Background: an optimization exercise with open tools, aiming at small area and a short achievable clock period. Do not read the settings as production practice.
RTL that was checked went through simulation tests only; none was proved equivalent to the original.
No driver is modelled on the clock port, so clocking that relies on it looks cheaper here than on a real chip.

==> inputs of job 5359 <==
==> flow/design.v <==
module cdb_broadcaster #(
  parameter int NUM_FU     = 8,
  parameter int NUM_CDB    = 2,
  parameter int BIT_WIDTH  = 32,
  parameter int TAG_WIDTH  = 8,
  parameter int FIFO_DEPTH = 2
) (
  input  logic                                clk,
  input  logic                                reset,
  input  logic [NUM_FU-1:0]                   fu_valid,
  output logic [NUM_FU-1:0]                   fu_ready,
  input  logic [NUM_FU-1:0][TAG_WIDTH-1:0]    fu_tag,
  input  logic [NUM_FU-1:0][BIT_WIDTH-1:0]    fu_value,
  output logic [NUM_CDB-1:0][TAG_WIDTH-1:0]   funcUnitTags,
  output logic [NUM_CDB-1:0][BIT_WIDTH-1:0]   funcUnitOut,
  output logic [NUM_CDB-1:0]                  valueReady
);
  localparam int FU_W  = (NUM_FU > 1) ? $clog2(NUM_FU) : 1;
  localparam int RES_W = TAG_WIDTH + BIT_WIDTH;
  logic [NUM_FU-1:0][RES_W-1:0] e0;    
  logic [NUM_FU-1:0][RES_W-1:0] e1;    
  logic [NUM_FU-1:0]            v0;
  logic [NUM_FU-1:0]            v1;
  logic [FU_W-1:0]              rr_ptr;
  logic [NUM_FU-1:0]            g0;    
  logic [NUM_FU-1:0]            g1;    
  logic [NUM_FU-1:0]            pop;
  logic [NUM_FU-1:0]            push;
  logic                         any0;
  logic                         any1;
  logic [NUM_FU-1:0]            last_g;
  logic [FU_W-1:0]              rr_nxt;
  logic [RES_W-1:0]             lane0_nxt;
  logic [RES_W-1:0]             lane1_nxt;
  always_comb begin
    for (int i = 0; i < NUM_FU; i++) begin
      fu_ready[i] = reset && !v1[i];
      push[i]     = fu_valid[i] && !v1[i];
    end
  end
  always_comb begin
    logic [2*NUM_FU-1:0] d;
    logic                seen1;
    logic                seen2;
    for (int i = 0; i < NUM_FU; i++) begin
      d[i]          = v0[i] && (i >= int'(rr_ptr));
      d[NUM_FU + i] = v0[i] && (i <  int'(rr_ptr));
    end
    g0    = '0;
    g1    = '0;
    seen1 = 1'b0;
    seen2 = 1'b0;
    for (int j = 0; j < 2*NUM_FU; j++) begin
      if (d[j] && !seen1)          g0[j % NUM_FU] = 1'b1;
      if (d[j] && seen1 && !seen2) g1[j % NUM_FU] = 1'b1;
      seen2 = seen2 || (seen1 && d[j]);
      seen1 = seen1 || d[j];
    end
    any0   = seen1;
    any1   = seen2;
    pop    = g0 | g1;
    last_g = any1 ? g1 : g0;
    rr_nxt = '0;
    for (int i = 0; i < NUM_FU; i++) begin
      if (last_g[i]) rr_nxt = rr_nxt | ((i == NUM_FU - 1) ? FU_W'(0) : FU_W'(i + 1));
    end
  end
  always_comb begin
    lane0_nxt = '0;
    lane1_nxt = '0;
    for (int i = 0; i < NUM_FU; i++) begin
      lane0_nxt = lane0_nxt | ({RES_W{g0[i]}} & e0[i]);
      lane1_nxt = lane1_nxt | ({RES_W{g1[i]}} & e0[i]);
    end
  end
  always_ff @(posedge clk or negedge reset) begin
    if (!reset) begin
      v0 <= '0;
      v1 <= '0;
    end else begin
      for (int i = 0; i < NUM_FU; i++) begin
        v0[i] <= v1[i] || push[i] || (v0[i] && !pop[i]);
        v1[i] <= v1[i] ? !pop[i] : (v0[i] && push[i] && !pop[i]);
      end
    end
  end
  always_ff @(posedge clk) begin
    for (int i = 0; i < NUM_FU; i++) begin
      if (!v0[i] || pop[i]) e0[i] <= v1[i] ? e1[i] : {fu_tag[i], fu_value[i]};
      if (!v1[i] || pop[i]) e1[i] <= {fu_tag[i], fu_value[i]};
    end
  end
  always_ff @(posedge clk or negedge reset) begin
    if (!reset) begin
      valueReady   <= '0;
      funcUnitTags <= '0;
      funcUnitOut  <= '0;
      rr_ptr       <= '0;
    end else begin
      valueReady[0]   <= any0;
      valueReady[1]   <= any1;
      funcUnitTags[0] <= lane0_nxt[RES_W-1:BIT_WIDTH];
      funcUnitOut[0]  <= lane0_nxt[BIT_WIDTH-1:0];
      funcUnitTags[1] <= lane1_nxt[RES_W-1:BIT_WIDTH];
      funcUnitOut[1]  <= lane1_nxt[BIT_WIDTH-1:0];
      if (any0) rr_ptr <= rr_nxt;
    end
  end
endmodule
==> flow/run.sh <==
#!/bin/bash
# synth_recipe.tcl (not shown) runs the flow's synth.tcl, then flattens the netlist and writes it again
# the make line also repeats each setting of config.mk as NAME=value (left out here)
make -C /OpenROAD-flow-scripts/flow DESIGN_CONFIG=/design/flow/config.mk WORK_HOME=/design/flow/orfs CLKGATE_MAP_FILE= SYNTH_SCRIPT=/design/flow/synth_recipe.tcl finish
==> flow/config.mk <==
export PLATFORM = sky130hd
export DESIGN_NAME = cdb_broadcaster
export DESIGN_NICKNAME = cdb_broadcaster
export VERILOG_FILES = /design/flow/design.v
export SDC_FILE = /design/flow/constraint.sdc
export NUM_CORES = 4
export LEC_CHECK = 0
export CAP_MARGIN = 20
export CORE_MARGIN = 2
export CORE_UTILIZATION = 40
export SLEW_MARGIN = 20
==> flow/constraint.sdc <==
create_clock -name core_clock -period 55.0 [get_ports {clk}]
set_input_delay 11.0000 -clock core_clock [delete_from_list [all_inputs] [get_ports {clk}]]
set_output_delay 11.0000 -clock core_clock [all_outputs]
set_load 0.01 [all_outputs]
==> inputs of job 442, as changes to job 5359 <==
--- a/flow/design.v
+++ b/flow/design.v
@@ -32,6 +32,10 @@
   logic [FU_W-1:0]              rr_nxt;
   logic [RES_W-1:0]             lane0_nxt;
   logic [RES_W-1:0]             lane1_nxt;
+  logic [NUM_FU-1:0]            e0_hold;
+  logic [NUM_FU-1:0]            e0_shift;
+  logic [NUM_FU-1:0]            e0_load;
+  logic [NUM_FU-1:0][RES_W-1:0] e0_nxt;
   always_comb begin
     for (int i = 0; i < NUM_FU; i++) begin
       fu_ready[i] = reset && !v1[i];
@@ -84,9 +88,19 @@
       end
     end
   end
+  always_comb begin
+    for (int i = 0; i < NUM_FU; i++) begin
+      e0_hold[i]  = v0[i] && !pop[i];
+      e0_shift[i] = v1[i] && pop[i];
+      e0_load[i]  = !v1[i] && !e0_hold[i];
+      e0_nxt[i]   = ({RES_W{e0_hold[i]}}  & e0[i])
+                  | ({RES_W{e0_shift[i]}} & e1[i])
+                  | ({RES_W{e0_load[i]}}  & {fu_tag[i], fu_value[i]});
+    end
+  end
   always_ff @(posedge clk) begin
     for (int i = 0; i < NUM_FU; i++) begin
-      if (!v0[i] || pop[i]) e0[i] <= v1[i] ? e1[i] : {fu_tag[i], fu_value[i]};
+      e0[i] <= e0_nxt[i];
       if (!v1[i] || pop[i]) e1[i] <= {fu_tag[i], fu_value[i]};
     end
   end
==> flow/flow/run.sh (new file) <==
#!/bin/bash
set -euo pipefail
bash standard.sh finish BUFFER_PORTS_ARGS="-buffer_cell sky130_fd_sc_hd__buf_1" > standard_flow.log 2>&1
==> flow/standard.sh (new file) <==
#!/bin/bash
# synth_recipe.tcl (not shown) runs the flow's synth.tcl, then flattens the netlist and writes it again
# the make line also repeats each setting of config.mk as NAME=value (left out here)
make -C /OpenROAD-flow-scripts/flow DESIGN_CONFIG=/design/flow/config.mk WORK_HOME=/design/flow/orfs CLKGATE_MAP_FILE= SYNTH_SCRIPT=/design/flow/synth_recipe.tcl "${@:-finish}"
Settings changed: CORE_UTILIZATION 40 to 55.
removed: flow/run.sh
==> inputs of job 1162, as changes to job 5359 <==
--- a/flow/design.v
+++ b/flow/design.v
@@ -32,6 +32,10 @@
   logic [FU_W-1:0]              rr_nxt;
   logic [RES_W-1:0]             lane0_nxt;
   logic [RES_W-1:0]             lane1_nxt;
+  logic [NUM_FU-1:0]            e0_hold;
+  logic [NUM_FU-1:0]            e0_shift;
+  logic [NUM_FU-1:0]            e0_load;
+  logic [NUM_FU-1:0][RES_W-1:0] e0_nxt;
   always_comb begin
     for (int i = 0; i < NUM_FU; i++) begin
       fu_ready[i] = reset && !v1[i];
@@ -84,9 +88,19 @@
       end
     end
   end
+  always_comb begin
+    for (int i = 0; i < NUM_FU; i++) begin
+      e0_hold[i]  = v0[i] && !pop[i];
+      e0_shift[i] = v1[i] && pop[i];
+      e0_load[i]  = !v1[i] && !e0_hold[i];
+      e0_nxt[i]   = ({RES_W{e0_hold[i]}}  & e0[i])
+                  | ({RES_W{e0_shift[i]}} & e1[i])
+                  | ({RES_W{e0_load[i]}}  & {fu_tag[i], fu_value[i]});
+    end
+  end
   always_ff @(posedge clk) begin
     for (int i = 0; i < NUM_FU; i++) begin
-      if (!v0[i] || pop[i]) e0[i] <= v1[i] ? e1[i] : {fu_tag[i], fu_value[i]};
+      e0[i] <= e0_nxt[i];
       if (!v1[i] || pop[i]) e1[i] <= {fu_tag[i], fu_value[i]};
     end
   end
==> flow/flow/run.sh (new file) <==
#!/bin/bash
# The standard layout with three changes:
#  - synthesis maps the logic with an area-oriented ABC script
#    (flow/abc_area.script); everything else in synthesis is the standard flow's own
#    script, so the registers are the standard synthesis's;
#  - the port buffers use the smallest buffer cell;
#  - after CTS, repair_timing runs once more asking for extra setup slack, to
#    shorten the reset -> fu_ready path (flow/post_cts.tcl).
set -euo pipefail
W=$(pwd)
cat "$W/flow/abc_override.tcl" "$W/synth_recipe.tcl" > "$W/my_synth.tcl"
export FLOW_ABC_SCRIPT="$W/flow/abc_area.script"
export FLOW_EXTRA_SETUP_MARGIN=33.0
bash standard.sh finish SYNTH_SCRIPT="$W/my_synth.tcl" \
  BUFFER_PORTS_ARGS="-buffer_cell sky130_fd_sc_hd__buf_1" \
  POST_CTS_TCL="$W/flow/post_cts.tcl" > standard_flow.log 2>&1
==> flow/flow/abc_area.script (new file) <==
strash
dch -f
amap
==> flow/flow/abc_override.tcl (new file) <==
# Map the logic with an area-oriented ABC script instead of the speed one;
# every other argument of the flow's abc call is kept.
proc abc {args} {
  set i [lsearch -exact $args -script]
  if { $i >= 0 } {
    set args [lreplace $args [expr {$i + 1}] [expr {$i + 1}] $::env(FLOW_ABC_SCRIPT)]
  }
  puts "abc override: abc $args"
  yosys abc {*}$args
}
==> flow/flow/post_cts.tcl (new file) <==
# After CTS: keep optimising the paths that set the achieved period. With the
# fixed 11 ns input and output delays, reset -> fu_ready is the longest path;
# asking repair_timing for extra setup slack makes it work on that path.
log_cmd repair_timing -setup -setup_margin $::env(FLOW_EXTRA_SETUP_MARGIN) -verbose
set result [catch { detailed_placement } msg]
if { $result != 0 } {
  error "Detailed placement failed after extra repair_timing: $msg"
}
check_placement -verbose
report_checks -path_delay max -group_path_count 3 -format full_clock_expanded
==> flow/standard.sh (new file) <==
#!/bin/bash
# synth_recipe.tcl (not shown) runs the flow's synth.tcl, then flattens the netlist and writes it again
# the make line also repeats each setting of config.mk as NAME=value (left out here)
make -C /OpenROAD-flow-scripts/flow DESIGN_CONFIG=/design/flow/config.mk WORK_HOME=/design/flow/orfs CLKGATE_MAP_FILE= SYNTH_SCRIPT=/design/flow/synth_recipe.tcl "${@:-finish}"
Settings changed: CAP_MARGIN 20 to 10, CORE_UTILIZATION 40 to 45, CTS_BUF_LIST set to sky130_fd_sc_hd__clkbuf_8, CTS_CLUSTER_DIAMETER set to 80, CTS_CLUSTER_SIZE set to 14, SLEW_MARGIN 20 to 10.
removed: flow/run.sh
==> inputs of job 473, as changes to job 5359 <==
--- a/flow/design.v
+++ b/flow/design.v
@@ -32,6 +32,10 @@
   logic [FU_W-1:0]              rr_nxt;
   logic [RES_W-1:0]             lane0_nxt;
   logic [RES_W-1:0]             lane1_nxt;
+  logic [NUM_FU-1:0]            e0_hold;
+  logic [NUM_FU-1:0]            e0_shift;
+  logic [NUM_FU-1:0]            e0_load;
+  logic [NUM_FU-1:0][RES_W-1:0] e0_nxt;
   always_comb begin
     for (int i = 0; i < NUM_FU; i++) begin
       fu_ready[i] = reset && !v1[i];
@@ -84,9 +88,19 @@
       end
     end
   end
+  always_comb begin
+    for (int i = 0; i < NUM_FU; i++) begin
+      e0_hold[i]  = v0[i] && !pop[i];
+      e0_shift[i] = v1[i] && pop[i];
+      e0_load[i]  = !v1[i] && !e0_hold[i];
+      e0_nxt[i]   = ({RES_W{e0_hold[i]}}  & e0[i])
+                  | ({RES_W{e0_shift[i]}} & e1[i])
+                  | ({RES_W{e0_load[i]}}  & {fu_tag[i], fu_value[i]});
+    end
+  end
   always_ff @(posedge clk) begin
     for (int i = 0; i < NUM_FU; i++) begin
-      if (!v0[i] || pop[i]) e0[i] <= v1[i] ? e1[i] : {fu_tag[i], fu_value[i]};
+      e0[i] <= e0_nxt[i];
       if (!v1[i] || pop[i]) e1[i] <= {fu_tag[i], fu_value[i]};
     end
   end
==> flow/flow/run.sh (new file) <==
#!/bin/bash
# The standard layout with three changes:
#  - synthesis maps the logic with an area-oriented ABC script
#    (flow/abc_area.script); everything else in synthesis is the standard flow's own
#    script, so the registers are the standard synthesis's;
#  - the port buffers use the smallest buffer cell;
#  - after CTS, repair_timing runs once more asking for extra setup slack, to
#    shorten the reset -> fu_ready path (flow/post_cts.tcl).
set -euo pipefail
W=$(pwd)
cat "$W/flow/abc_override.tcl" "$W/synth_recipe.tcl" > "$W/my_synth.tcl"
export FLOW_ABC_SCRIPT="$W/flow/abc_area.script"
export FLOW_EXTRA_SETUP_MARGIN=32.7
bash standard.sh finish SYNTH_SCRIPT="$W/my_synth.tcl" \
  BUFFER_PORTS_ARGS="-buffer_cell sky130_fd_sc_hd__buf_1" \
  POST_CTS_TCL="$W/flow/post_cts.tcl" > standard_flow.log 2>&1
==> flow/flow/abc_area.script (new file) <==
&get -n
&st
&syn2
&dch -f
&nf -R 1000
&put
==> flow/flow/abc_override.tcl (new file) <==
# Map the logic with an area-oriented ABC script instead of the speed one;
# every other argument of the flow's abc call is kept.
proc abc {args} {
  set i [lsearch -exact $args -script]
  if { $i >= 0 } {
    set args [lreplace $args [expr {$i + 1}] [expr {$i + 1}] $::env(FLOW_ABC_SCRIPT)]
  }
  puts "abc override: abc $args"
  yosys abc {*}$args
}
==> flow/flow/post_cts.tcl (new file) <==
# After CTS: keep optimising the paths that set the achieved period. With the
# fixed 11 ns input and output delays, reset -> fu_ready is the longest path;
# asking repair_timing for extra setup slack makes it work on that path.
log_cmd repair_timing -setup -setup_margin $::env(FLOW_EXTRA_SETUP_MARGIN) -verbose
set result [catch { detailed_placement } msg]
if { $result != 0 } {
  error "Detailed placement failed after extra repair_timing: $msg"
}
check_placement -verbose
report_checks -path_delay max -group_path_count 3 -format full_clock_expanded
==> flow/standard.sh (new file) <==
#!/bin/bash
# synth_recipe.tcl (not shown) runs the flow's synth.tcl, then flattens the netlist and writes it again
# the make line also repeats each setting of config.mk as NAME=value (left out here)
make -C /OpenROAD-flow-scripts/flow DESIGN_CONFIG=/design/flow/config.mk WORK_HOME=/design/flow/orfs CLKGATE_MAP_FILE= SYNTH_SCRIPT=/design/flow/synth_recipe.tcl "${@:-finish}"
Settings changed: CORE_UTILIZATION 40 to 45, CTS_BUF_LIST set to sky130_fd_sc_hd__clkbuf_8, CTS_CLUSTER_DIAMETER set to 80, CTS_CLUSTER_SIZE set to 14.
removed: flow/run.sh
==> results.txt <==
- Job 1162 went through all stages and came out clean. Job 473 finished clean. Job 442 completed with no timing, DRC or antenna violations. Job 5359 went through all stages and came out clean.
- Final area: job 473 is lower than job 5359 (about 17%).
- Setup slack, highest first: job 473, job 1162, job 442, job 5359.
- In flip-flop and latch count, job 473 and job 5359 do not differ.
- The highest global-route usage belongs to job 442, the lowest to job 5359.
- Via count, highest first: job 442, job 473, job 1162, job 5359.
Function not checked in job 5359: the RTL went through the layout flow alone.

## separate check: timing with driven ports
In the flow no input, the clock included, has a driving cell. The finished layouts below were timed again as built, in two steps.
Step 1 (the two cells are an assumption about what drives the block):
set clk [get_ports {clk}]
set_driving_cell -lib_cell sky130_fd_sc_hd__clkbuf_16 $clk
set_driving_cell -lib_cell sky130_fd_sc_hd__buf_2 [delete_from_list [all_inputs] $clk]
Step 2 moves the port delays by t, midway between the first and last clock arrival at a register: inputs arrive t later, outputs are due t later. That takes back most of the time a late clock gives input paths.
Three values: no drivers, after step 1, after step 2; two values: the first two.
run | shift t [ns] | slack for setup (ns) | worst register clock-pin slew, ns
job 5359 | 0.677 | 30.878 / 30.838 / 30.838 | 0.06 / 0.06
job 442 | 0.675 | 31.078 / 31.052 / 31.052 | 0.07 / 0.07
job 1162 | 0.752 | 32.406 / 32.117 / 32.117 | 0.11 / 0.11
job 473 | 0.780 | 32.481 / 32.241 / 32.241 | 0.10 / 0.10
After both steps every run listed still meets setup and hold. The setup slack of job 1162, which loses most, moves by -0.289 ns with the drivers and by -0.289 ns with both steps.
